From an optimization exercise on the open Yosys and OpenROAD flow, aimed at small area and a short achievable clock period; shortcuts taken in it are not production practice.
Function was checked by simulation only, so behaviour that the tests miss may differ from the original.

===== flow/config.mk =====
export PLATFORM = sky130hd
export DESIGN_NAME = adpll_mesh_top
export DESIGN_NICKNAME = adpll_mesh_top
export VERILOG_FILES = /design/flow/design.v
export SDC_FILE = /design/flow/constraint.sdc
export NUM_CORES = 4
export LEC_CHECK = 0
export CAP_MARGIN = 20
export CORE_MARGIN = 2
export CORE_UTILIZATION = 40
export SLEW_MARGIN = 20

===== flow/constraint.sdc =====
create_clock -name core_clock -period 15.0 [get_ports {clk258_x}]
set_input_delay 3.0000 -clock core_clock [delete_from_list [all_inputs] [get_ports {clk258_x}]]
set_output_delay 3.0000 -clock core_clock [all_outputs]
set_load 0.01 [all_outputs]

===== flow/design.v =====
`default_nettype none
package adpll_cfg_pkg;
    typedef struct packed {
        logic [7:0] kp;
        logic [7:0] ki;
    } gain_t;
    typedef struct packed {
        logic [3:0] left;
        logic [3:0] above;
        logic [3:0] right;
        logic [3:0] below;
    } weight_t;
    typedef union packed {
        gain_t   gain;
        weight_t weight;
    } cfg_word_u;
endpackage
`default_nettype wire
`default_nettype none
package adpll_sig_pkg;
    typedef logic signed [5-1:0] pdet_err_t;    
    typedef logic signed [12-1:0] nco_ctrl_t;    
endpackage
`default_nettype wire
`timescale 1ns/100ps
`default_nettype none
module mesh_ctrl
(
    input  wire                          clk258_x,
    input  wire                          rst_n_i,
    input  wire                          cfg_req_i,
    input  wire                          cfg_we_i,
    input  wire [4-1:0]  cfg_addr_i,
    input  wire [16-1:0]  cfg_wdata_i,
    output logic                         cfg_ack_o,
    output logic [16-1:0] cfg_rdata_o,
    output adpll_cfg_pkg::gain_t         gains_o,
    output adpll_cfg_pkg::weight_t       weights_11_o,
    output adpll_cfg_pkg::weight_t       weights_12_o,
    output adpll_cfg_pkg::weight_t       weights_21_o,
    output adpll_cfg_pkg::weight_t       weights_22_o,
    output logic                         enable_o
);
    logic                     req_q;
    logic                     accept;
    adpll_cfg_pkg::cfg_word_u wr_word;
    adpll_cfg_pkg::cfg_word_u rd_word;
    assign accept  = req_q & ~cfg_ack_o;     
    assign wr_word = cfg_wdata_i;
    always_comb
    begin
        rd_word = '0;
        case (cfg_addr_i)
            4'd0: rd_word.gain   = cfg_we_i ? wr_word.gain : gains_o;
            4'd1:  rd_word.weight = cfg_we_i ? wr_word.weight : weights_11_o;
            4'd2:  rd_word.weight = cfg_we_i ? wr_word.weight : weights_12_o;
            4'd3:  rd_word.weight = cfg_we_i ? wr_word.weight : weights_21_o;
            4'd4:  rd_word.weight = cfg_we_i ? wr_word.weight : weights_22_o;
            4'd5: rd_word = {{(16-1){1'b0}},
                                         cfg_we_i ? cfg_wdata_i[0] : enable_o};
            default:          rd_word = '0;     
        endcase
    end
    always_ff @(posedge clk258_x or negedge rst_n_i)
    begin
        if (!rst_n_i)
        begin
            req_q        <= 1'b0;
            cfg_ack_o    <= 1'b0;
            cfg_rdata_o  <= '0;
            gains_o      <= '0;
            weights_11_o <= {4'd2, 4'd0, 4'd1, 4'd1};
            weights_12_o <= {4'd2, 4'd0, 4'd0, 4'd2};
            weights_21_o <= {4'd0, 4'd2, 4'd2, 4'd0};
            weights_22_o <= {4'd2, 4'd2, 4'd0, 4'd0};
            enable_o     <= 1'b0;
        end
        else
        begin
            req_q     <= cfg_req_i;
            cfg_ack_o <= req_q;                  
            if (accept)
                cfg_rdata_o <= rd_word;
            else if (!req_q)
                cfg_rdata_o <= '0;
            if (accept && cfg_we_i)
            begin
                case (cfg_addr_i)
                    4'd0: gains_o      <= wr_word.gain;
                    4'd1:  weights_11_o <= wr_word.weight;
                    4'd2:  weights_12_o <= wr_word.weight;
                    4'd3:  weights_21_o <= wr_word.weight;
                    4'd4:  weights_22_o <= wr_word.weight;
                    4'd5: enable_o     <= cfg_wdata_i[0];
                    default:          ;
                endcase
            end
        end
    end
endmodule
`default_nettype wire
`timescale 1ns/100ps
`default_nettype none
module phase_detector
(
    input  wire                      clk258_x,
    input  wire                      rst_n_i,
    input  wire                      enable_i,
    input  wire                      ref_i,
    input  wire                      fb_i,
    output adpll_sig_pkg::pdet_err_t err_o,
    output logic                     strobe_o
);
    localparam int PERIOD  = 8 * (1 << 16) / 4096;   
    localparam int ERR_MAX = (1 << (5 - 1)) - 1;
    localparam int ERR_MIN = -(1 << (5 - 1));
    logic       ref_q;
    logic       fb_q;
    logic       ref_rise;
    logic       fb_rise;
    logic       ref_seen_q;     
    logic [7:0] cnt_q;          
    int         lag;
    assign ref_rise = ref_i & ~ref_q;
    assign fb_rise  = fb_i & ~fb_q;
    always_comb
    begin
        lag = ref_rise ? 0 : int'(cnt_q);
        if (!(ref_seen_q || ref_rise))
            lag = ERR_MIN;                   
        else if (lag >= PERIOD / 2)
            lag = lag - PERIOD;              
        if (lag > ERR_MAX)
            lag = ERR_MAX;
        else if (lag < ERR_MIN)
            lag = ERR_MIN;
    end
    always_ff @(posedge clk258_x or negedge rst_n_i)
    begin
        if (!rst_n_i)
        begin
            ref_q      <= 1'b0;
            fb_q       <= 1'b0;
            ref_seen_q <= 1'b0;
            cnt_q      <= '0;
            err_o      <= '0;
            strobe_o   <= 1'b0;
        end
        else if (!enable_i)
        begin
            ref_q      <= 1'b0;
            fb_q       <= 1'b0;
            ref_seen_q <= 1'b0;
            cnt_q      <= '0;
            err_o      <= '0;
            strobe_o   <= 1'b0;
        end
        else
        begin
            ref_q    <= ref_i;
            fb_q     <= fb_i;
            strobe_o <= fb_rise;
            if (ref_rise)
                cnt_q <= 8'd1;
            else if (cnt_q != 8'hff)
                cnt_q <= cnt_q + 8'd1;     
            if (fb_rise)
            begin
                err_o      <= adpll_sig_pkg::pdet_err_t'(lag);
                ref_seen_q <= 1'b0;
            end
            else if (ref_rise)
                ref_seen_q <= 1'b1;
        end
    end
endmodule
`default_nettype wire
`timescale 1ns/100ps
`default_nettype none
module loop_filter
(
    input  wire                           clk258_x,
    input  wire                           rst_n_i,
    input  wire                           enable_i,
    input  wire                           strobe_i,
    input  wire adpll_sig_pkg::pdet_err_t err_left_i,
    input  wire adpll_sig_pkg::pdet_err_t err_above_i,
    input  wire adpll_sig_pkg::pdet_err_t err_right_i,
    input  wire adpll_sig_pkg::pdet_err_t err_below_i,
    input  wire adpll_cfg_pkg::weight_t   weights_i,
    input  wire adpll_cfg_pkg::gain_t     gains_i,
    output adpll_sig_pkg::nco_ctrl_t      ctrl_o
);
    localparam int SUM_W  = 5 + 7;     
    localparam int PROD_W = SUM_W + 9;                 
    localparam int ACC_W  = PROD_W + 1;
    localparam logic signed [20-1:0] INT_MAX =
        {1'b0, {(20-1){1'b1}}};
    localparam logic signed [20-1:0] INT_MIN =
        {1'b1, {(20-1){1'b0}}};
    localparam adpll_sig_pkg::nco_ctrl_t CTRL_MAX = {1'b0, {(12-1){1'b1}}};
    localparam adpll_sig_pkg::nco_ctrl_t CTRL_MIN = {1'b1, {(12-1){1'b0}}};
    logic signed [SUM_W-1:0]            err_sum;
    logic signed [PROD_W-1:0]           p_prod;
    logic signed [PROD_W-1:0]           i_prod;
    logic signed [ACC_W-1:0]            integ_sum;
    logic signed [ACC_W-1:0]            ctrl_sum;
    logic signed [20-1:0] integ_q;
    logic signed [20-1:0] integ_nxt;
    adpll_sig_pkg::nco_ctrl_t           ctrl_nxt;
    always_comb
    begin
        err_sum = $signed({1'b0, weights_i.left}) * err_left_i
                + $signed({1'b0, weights_i.above}) * err_above_i
                + $signed({1'b0, weights_i.right}) * err_right_i
                + $signed({1'b0, weights_i.below}) * err_below_i;
        p_prod    = $signed({1'b0, gains_i.kp}) * err_sum;
        i_prod    = $signed({1'b0, gains_i.ki}) * err_sum;
        integ_sum = integ_q + i_prod;
        if (integ_sum > INT_MAX)
            integ_nxt = INT_MAX;
        else if (integ_sum < INT_MIN)
            integ_nxt = INT_MIN;
        else
            integ_nxt = integ_sum[20-1:0];
        ctrl_sum = (p_prod >>> 6) + (integ_nxt >>> 7);
        if (ctrl_sum > CTRL_MAX)
            ctrl_nxt = CTRL_MAX;
        else if (ctrl_sum < CTRL_MIN)
            ctrl_nxt = CTRL_MIN;
        else
            ctrl_nxt = ctrl_sum[12-1:0];
    end
    always_ff @(posedge clk258_x or negedge rst_n_i)
    begin
        if (!rst_n_i)
        begin
            integ_q <= '0;
            ctrl_o  <= '0;
        end
        else if (!enable_i)
        begin
            integ_q <= '0;
            ctrl_o  <= '0;
        end
        else if (strobe_i)
        begin
            integ_q <= integ_nxt;
            ctrl_o  <= ctrl_nxt;     
        end
    end
endmodule
`default_nettype wire
`timescale 1ns/100ps
`default_nettype none
module nco
(
    input  wire                           clk258_x,
    input  wire                           rst_n_i,
    input  wire                           enable_i,
    input  wire adpll_sig_pkg::nco_ctrl_t ctrl_i,
    output logic                          gen_o,
    output logic                          div8_o
);
    localparam logic signed [16:0] BIAS = 4096;
    logic signed [16:0]   freq;
    logic        [16-1:0] acc_q;
    logic                               gen_q;
    logic        [1:0]                  edge_cnt_q;
    assign freq  = BIAS + ctrl_i;
    assign gen_o = acc_q[16-1];     
    always_ff @(posedge clk258_x or negedge rst_n_i)
    begin
        if (!rst_n_i)
        begin
            acc_q      <= '0;
            gen_q      <= 1'b0;
            edge_cnt_q <= '0;
            div8_o     <= 1'b0;
        end
        else if (!enable_i)
        begin
            acc_q      <= '0;
            gen_q      <= 1'b0;
            edge_cnt_q <= '0;
            div8_o     <= 1'b0;
        end
        else
        begin
            acc_q <= acc_q + freq[16-1:0];
            gen_q <= gen_o;
            if (gen_o && !gen_q)
            begin
                edge_cnt_q <= edge_cnt_q + 2'd1;
                if (edge_cnt_q == 2'd3)
                    div8_o <= ~div8_o;     
            end
        end
    end
endmodule
`default_nettype wire
`timescale 1ns/100ps
`default_nettype none
module adpll_node
(
    input  wire                           clk258_x,
    input  wire                           rst_n_i,
    input  wire                           enable_i,
    input  wire                           ref_left_i,
    input  wire                           ref_above_i,
    input  wire adpll_sig_pkg::pdet_err_t err_right_i,
    input  wire adpll_sig_pkg::pdet_err_t err_below_i,
    input  wire adpll_cfg_pkg::weight_t   weights_i,
    input  wire adpll_cfg_pkg::gain_t     gains_i,
    output adpll_sig_pkg::pdet_err_t      err_left_o,
    output adpll_sig_pkg::pdet_err_t      err_above_o,
    output logic                          gen_o,
    output logic                          div8_o
);
    logic                     strobe;     
    adpll_sig_pkg::nco_ctrl_t ctrl;
    phase_detector u_pdet_left (
        .clk258_x (clk258_x),
        .rst_n_i  (rst_n_i),
        .enable_i (enable_i),
        .ref_i    (ref_left_i),
        .fb_i     (div8_o),
        .err_o    (err_left_o),
        .strobe_o (strobe)
    );
    phase_detector u_pdet_above (
        .clk258_x (clk258_x),
        .rst_n_i  (rst_n_i),
        .enable_i (enable_i),
        .ref_i    (ref_above_i),
        .fb_i     (div8_o),
        .err_o    (err_above_o),
        .strobe_o ()
    );
    loop_filter u_filter (
        .clk258_x    (clk258_x),
        .rst_n_i     (rst_n_i),
        .enable_i    (enable_i),
        .strobe_i    (strobe),
        .err_left_i  (err_left_o),
        .err_above_i (err_above_o),
        .err_right_i (err_right_i),
        .err_below_i (err_below_i),
        .weights_i   (weights_i),
        .gains_i     (gains_i),
        .ctrl_o      (ctrl)
    );
    nco u_nco (
        .clk258_x (clk258_x),
        .rst_n_i  (rst_n_i),
        .enable_i (enable_i),
        .ctrl_i   (ctrl),
        .gen_o    (gen_o),
        .div8_o   (div8_o)
    );
endmodule
`default_nettype wire
`timescale 1ns/100ps
`default_nettype none
module adpll_mesh_top
(
    input  wire                          clk258_x,
    input  wire                          rst_n_i,
    input  wire                          cfg_req_i,
    input  wire                          cfg_we_i,
    input  wire [4-1:0]  cfg_addr_i,
    input  wire [16-1:0]  cfg_wdata_i,
    output logic                         cfg_ack_o,
    output logic [16-1:0] cfg_rdata_o,
    input  wire                          ref_i,      
    output logic [3:0]                   gen_o,      
    output logic [3:0]                   div8_o
);
    adpll_cfg_pkg::gain_t     gains;
    adpll_cfg_pkg::weight_t   weights_11;
    adpll_cfg_pkg::weight_t   weights_12;
    adpll_cfg_pkg::weight_t   weights_21;
    adpll_cfg_pkg::weight_t   weights_22;
    logic                     enable;
    adpll_sig_pkg::pdet_err_t err_left_12;
    adpll_sig_pkg::pdet_err_t err_above_21;
    adpll_sig_pkg::pdet_err_t err_left_22;
    adpll_sig_pkg::pdet_err_t err_above_22;
    mesh_ctrl u_ctrl (
        .clk258_x     (clk258_x),
        .rst_n_i      (rst_n_i),
        .cfg_req_i    (cfg_req_i),
        .cfg_we_i     (cfg_we_i),
        .cfg_addr_i   (cfg_addr_i),
        .cfg_wdata_i  (cfg_wdata_i),
        .cfg_ack_o    (cfg_ack_o),
        .cfg_rdata_o  (cfg_rdata_o),
        .gains_o      (gains),
        .weights_11_o (weights_11),
        .weights_12_o (weights_12),
        .weights_21_o (weights_21),
        .weights_22_o (weights_22),
        .enable_o     (enable)
    );
    adpll_node u_node_11 (
        .clk258_x (clk258_x), .rst_n_i (rst_n_i), .enable_i (enable),
        .ref_left_i (ref_i), .ref_above_i (div8_o[0]),
        .err_right_i (~err_left_12), .err_below_i (~err_above_21),
        .weights_i (weights_11), .gains_i (gains),
        .err_left_o (), .err_above_o (), .gen_o (gen_o[0]), .div8_o (div8_o[0])
    );
    adpll_node u_node_12 (
        .clk258_x (clk258_x), .rst_n_i (rst_n_i), .enable_i (enable),
        .ref_left_i (div8_o[0]), .ref_above_i (div8_o[1]),
        .err_right_i ('0), .err_below_i (~err_above_22),
        .weights_i (weights_12), .gains_i (gains),
        .err_left_o (err_left_12), .err_above_o (), .gen_o (gen_o[1]), .div8_o (div8_o[1])
    );
    adpll_node u_node_21 (
        .clk258_x (clk258_x), .rst_n_i (rst_n_i), .enable_i (enable),
        .ref_left_i (div8_o[2]), .ref_above_i (div8_o[0]),
        .err_right_i (~err_left_22), .err_below_i ('0),
        .weights_i (weights_21), .gains_i (gains),
        .err_left_o (), .err_above_o (err_above_21), .gen_o (gen_o[2]), .div8_o (div8_o[2])
    );
    adpll_node u_node_22 (
        .clk258_x (clk258_x), .rst_n_i (rst_n_i), .enable_i (enable),
        .ref_left_i (div8_o[2]), .ref_above_i (div8_o[1]),
        .err_right_i ('0), .err_below_i ('0),     
        .weights_i (weights_22), .gains_i (gains),
        .err_left_o (err_left_22), .err_above_o (err_above_22),
        .gen_o (gen_o[3]), .div8_o (div8_o[3])
    );
endmodule
`default_nettype wire

===== flow/run.sh =====
#!/bin/bash
# synth_recipe.tcl (not shown) runs the flow's synth.tcl, then flattens the netlist and writes it again
# the make line also repeats each setting of config.mk as NAME=value (left out here)
make -C /OpenROAD-flow-scripts/flow DESIGN_CONFIG=/design/flow/config.mk WORK_HOME=/design/flow/orfs CLKGATE_MAP_FILE= SYNTH_SCRIPT=/design/flow/synth_recipe.tcl finish

==> reports/metrics.yaml <==
global_route:
  use_met1: 0.2727
  antenna_found_initial: 9
  overflow: 0
  use_met2: 0.3364
  grt_use_met3: 0.03027
  grt_pass1_vias: 49082
  grtUsageTotal: 0.2003
  grt_busiest_layer: "met2"
  grt_max_degree: 112
  grt_pass1_wl_um: 263200
synthesis:
  yosysSeqAreaShare: 0.1667
  ys_types: 93
  synth_flop_cell: "dfrtp_1"
  synth.yosys.warnings: 4
  synth-edff-count: 0
  syn_avg_cell_area_um2: 9.064
  synth_cells: 7046
  synth_async_sr_flop_share: 1.000
  synth_nets: 8669
  synth-seq-cells: 425
  synth_area_um2: 63870
die:
  die_h_um: 403.6
  coreArea_um2: 158600
  dieArea_um2: 162900
  fp-row-count: 146
  pin_count: 50
  die_w_um: 403.6
  initial_utilization: 0.4028
timing:
  slew_headroom: 0.2978
  hold_slack_ns: 0.4238
  hold_violations: 0
  setup_violations: 0
  worstMarginPinSlew_ns: 1.050
  worst_clock_skew_ns: 0.1043
  period_share: 0.9532
  finalCriticalPeriod_ns: 14.30
  finalMaxSlewViolations: 0
  max_freq_mhz: 69.94
flow_run:
  maxCapViolCount: 0
routing:
  viasPerCell: 5.172
  wire_per_inst_um: 17.48
  detail-route-antenna-nets: 0
  vias: 47327
  wl_um: 160000
  dr.pass1.iters: 8
  drc: 0
  dr.first_iter.drc_count: 2567
finish:
  drive_gt1_frac: 0.05993
  mostFrequentLayoutCells: "inv_1, fa_1, ha_1"
  syn2layout_area_growth_pct: 8.246
  final_common_cell: "inv_1"
  fin_util: 0.4360
  finalNetCount: 8652
place:
  finalWeightedCongestion: 0.8778
  io_buffers: 49
  dp_hpwl_um: 125800
setup_path:
  cp_slowest_cell: "dfstp_2"
  critPathRequiredTime_ns: 15.57
  crit_arrival_ns: 14.86
  path_class: "flop to flop"
  crit_top_cell: "fa_1"
  critPathLaunchType: "flop"
  max_stage_delay_ns: 0.59
  crit_fanout: 15
  worstSetupEndpointType: "flop"
clocking:
  clock_latency_ns: 0.72
  clkSinkCount: 425
  clockBufferDepth: 3
  htreeDepth: 2
  clk_root_buffer_cell: "clkbuf_16"
  path_clk_slew_ns: 0.06
  cts_made_buffers: 55
  cts_tree: "yes"
worst_hold_path:
  min_path_type: "flop to flop"
run_status:
  outcome: "finished clean"
-- layout make-up --
| class | instances | area [um2] |
|---|---|---|
| fillers | 15389 | 89430 |
| multi-input cells | 5088 | 47670 |
| flip-flops and latches | 425 | 10670 |
| inverters | 1296 | 4867 |
| well taps | 2072 | 2592 |
| clock buffers | 79 | 1607 |
| repair buffers | 163 | 1364 |
| clock inverters | 24 | 346.6 |
| diodes | 4 | 10.01 |
-- metal layers --
layer / routed length (um) / part of all wire
met1: 72270 / 0.45
met2: 76290 / 0.48
met3: 7753 / 0.048
met4: 3617 / 0.023
met5: 24 / 0.00015
-- synth_stat cells, types with 122 or more instances --
| cell | number | share of area |
|---|---|---|
| inv_1 | 1296 | 0.076 |
| and2_1 | 542 | 0.053 |
| xnor2_1 | 216 | 0.030 |
| o21ai_0 | 213 | 0.017 |
| a21oi_1 | 267 | 0.021 |
| ha_1 | 724 | 0.14 |
| fa_1 | 874 | 0.27 |
| clkbuf_1 | 215 | 0.013 |
| dfrtp_1 | 416 | 0.16 |
| nand2_1 | 668 | 0.039 |
| nor2_1 | 339 | 0.020 |
| xor2_1 | 122 | 0.017 |
-- state kept, by name (all words and copies together), names as in the netlist, 12 cells and up --
name	cells
u_ctrl.cfg_rdata_o	16
u_ctrl.gains_o	16
u_ctrl.weights_11_o	16
u_ctrl.weights_12_o	16
u_ctrl.weights_21_o	16
u_ctrl.weights_22_o	16
u_node_11.u_filter.ctrl_o	12
u_node_11.u_filter.integ_q	20
u_node_11.u_nco.acc_q	16
u_node_12.u_filter.ctrl_o	12
u_node_12.u_filter.integ_q	20
u_node_12.u_nco.acc_q	16
u_node_21.u_filter.ctrl_o	12
u_node_21.u_filter.integ_q	20
u_node_21.u_nco.acc_q	16
u_node_22.u_filter.ctrl_o	12
u_node_22.u_filter.integ_q	20
u_node_22.u_nco.acc_q	16
-- metrics by stage --
step | area [um2] | setup TNS (ns) | std cells | worst slack, ns
floorplan | 63870 | 0 | 7046 | 1.113
global placement | 66910 | 0 | 9041 | 0.2763
detailed placement | 66910 | 0 | 9041 | 0.08737
CTS | 68860 | 0 | 9144 | 0.006917
global route | 69120 | -0.003840 | 9147 | -0.003840
finish | 69130 | 0 | 9151 | 0.7022
-- worst max-delay path: cells and delay by family (launching register included) --
family,cells,cell delay (ns)
AOI/OAI and AO/OA,18,4.09
DFF,1,0.59
xor gates and xnor gates,2,0.33
buffers and inverters,11,0.86
and+or+nand+nor,8,1.27
adders and majority gates,15,6.99
-- cell families after synthesis --
logic type	after synthesis	synth area share
multiplexers	101	0.01744
XOR/XNOR	338	0.04635
AND/OR/NAND/NOR	2074	0.1619
buffers and inverters	1533	0.09114
adder cells (fa/ha/maj)	1598	0.4158
flip-flops	425	0.1667
AO/OA/AOI/OAI	977	0.1007
-- what timing repair did --
| action | in CTS | in global routing |
|---|---|---|
| pin swaps | 0 | 8 |
| resized for setup | 1 | 43 |
| endpoints found under the setup margin | 5 | 44 |
| hold buffers | 0 | 0 |
| setup buffers | 0 | 3 |
-- worst paths after layout --
kind                                         from                             end  slack, ns  cells after the start
max in group asynchronous                 rst_n_i  u_node_12.u_pdet_left.err_o[3]       9.64                      4
hold / removal                       u_ctrl.req_q                u_ctrl.cfg_ack_o       0.42                      0
min in group asynchronous                 rst_n_i        u_node_21.u_nco.acc_q[7]       2.35                      1
setup / recovery           u_ctrl.weights_11_o[4]    u_node_11.u_filter.ctrl_o[4]       0.70                     54
hold reg to reg                      u_ctrl.req_q                u_ctrl.cfg_ack_o       0.42                      0
setup reg to reg           u_ctrl.weights_11_o[4]    u_node_11.u_filter.ctrl_o[4]       0.70                     54

afterwards: timing with drivers on the ports:
Ports are ideal in the flow. The routed layout listed here was re-timed in OpenROAD.
Step 1 (the two cells are an assumption about what drives the block):
set clk [get_ports {clk258_x}]
set_driving_cell -lib_cell sky130_fd_sc_hd__clkbuf_16 $clk
set_driving_cell -lib_cell sky130_fd_sc_hd__buf_2 [delete_from_list [all_inputs] $clk]
Step 2 times the ports against the registers' clock, not the clock port: input delays grow and output delays shrink by t, the midpoint of the rising clock arrivals with the driver on.
Three values: ideal, step 1, step 2; two values: the first two.
shift t [ns]: 0.747
setup WS [ns]: 0.702 / 0.702 / 0.702
hold WS [ns]: 0.424 / 0.424 / 0.424
worst setup path at the end: register to register
cell pins on the clock port's net: 1
After both steps setup and hold are still met in this run. The setup slack of this run moves by 0.000 ns with the drivers and by 0.000 ns with both steps.
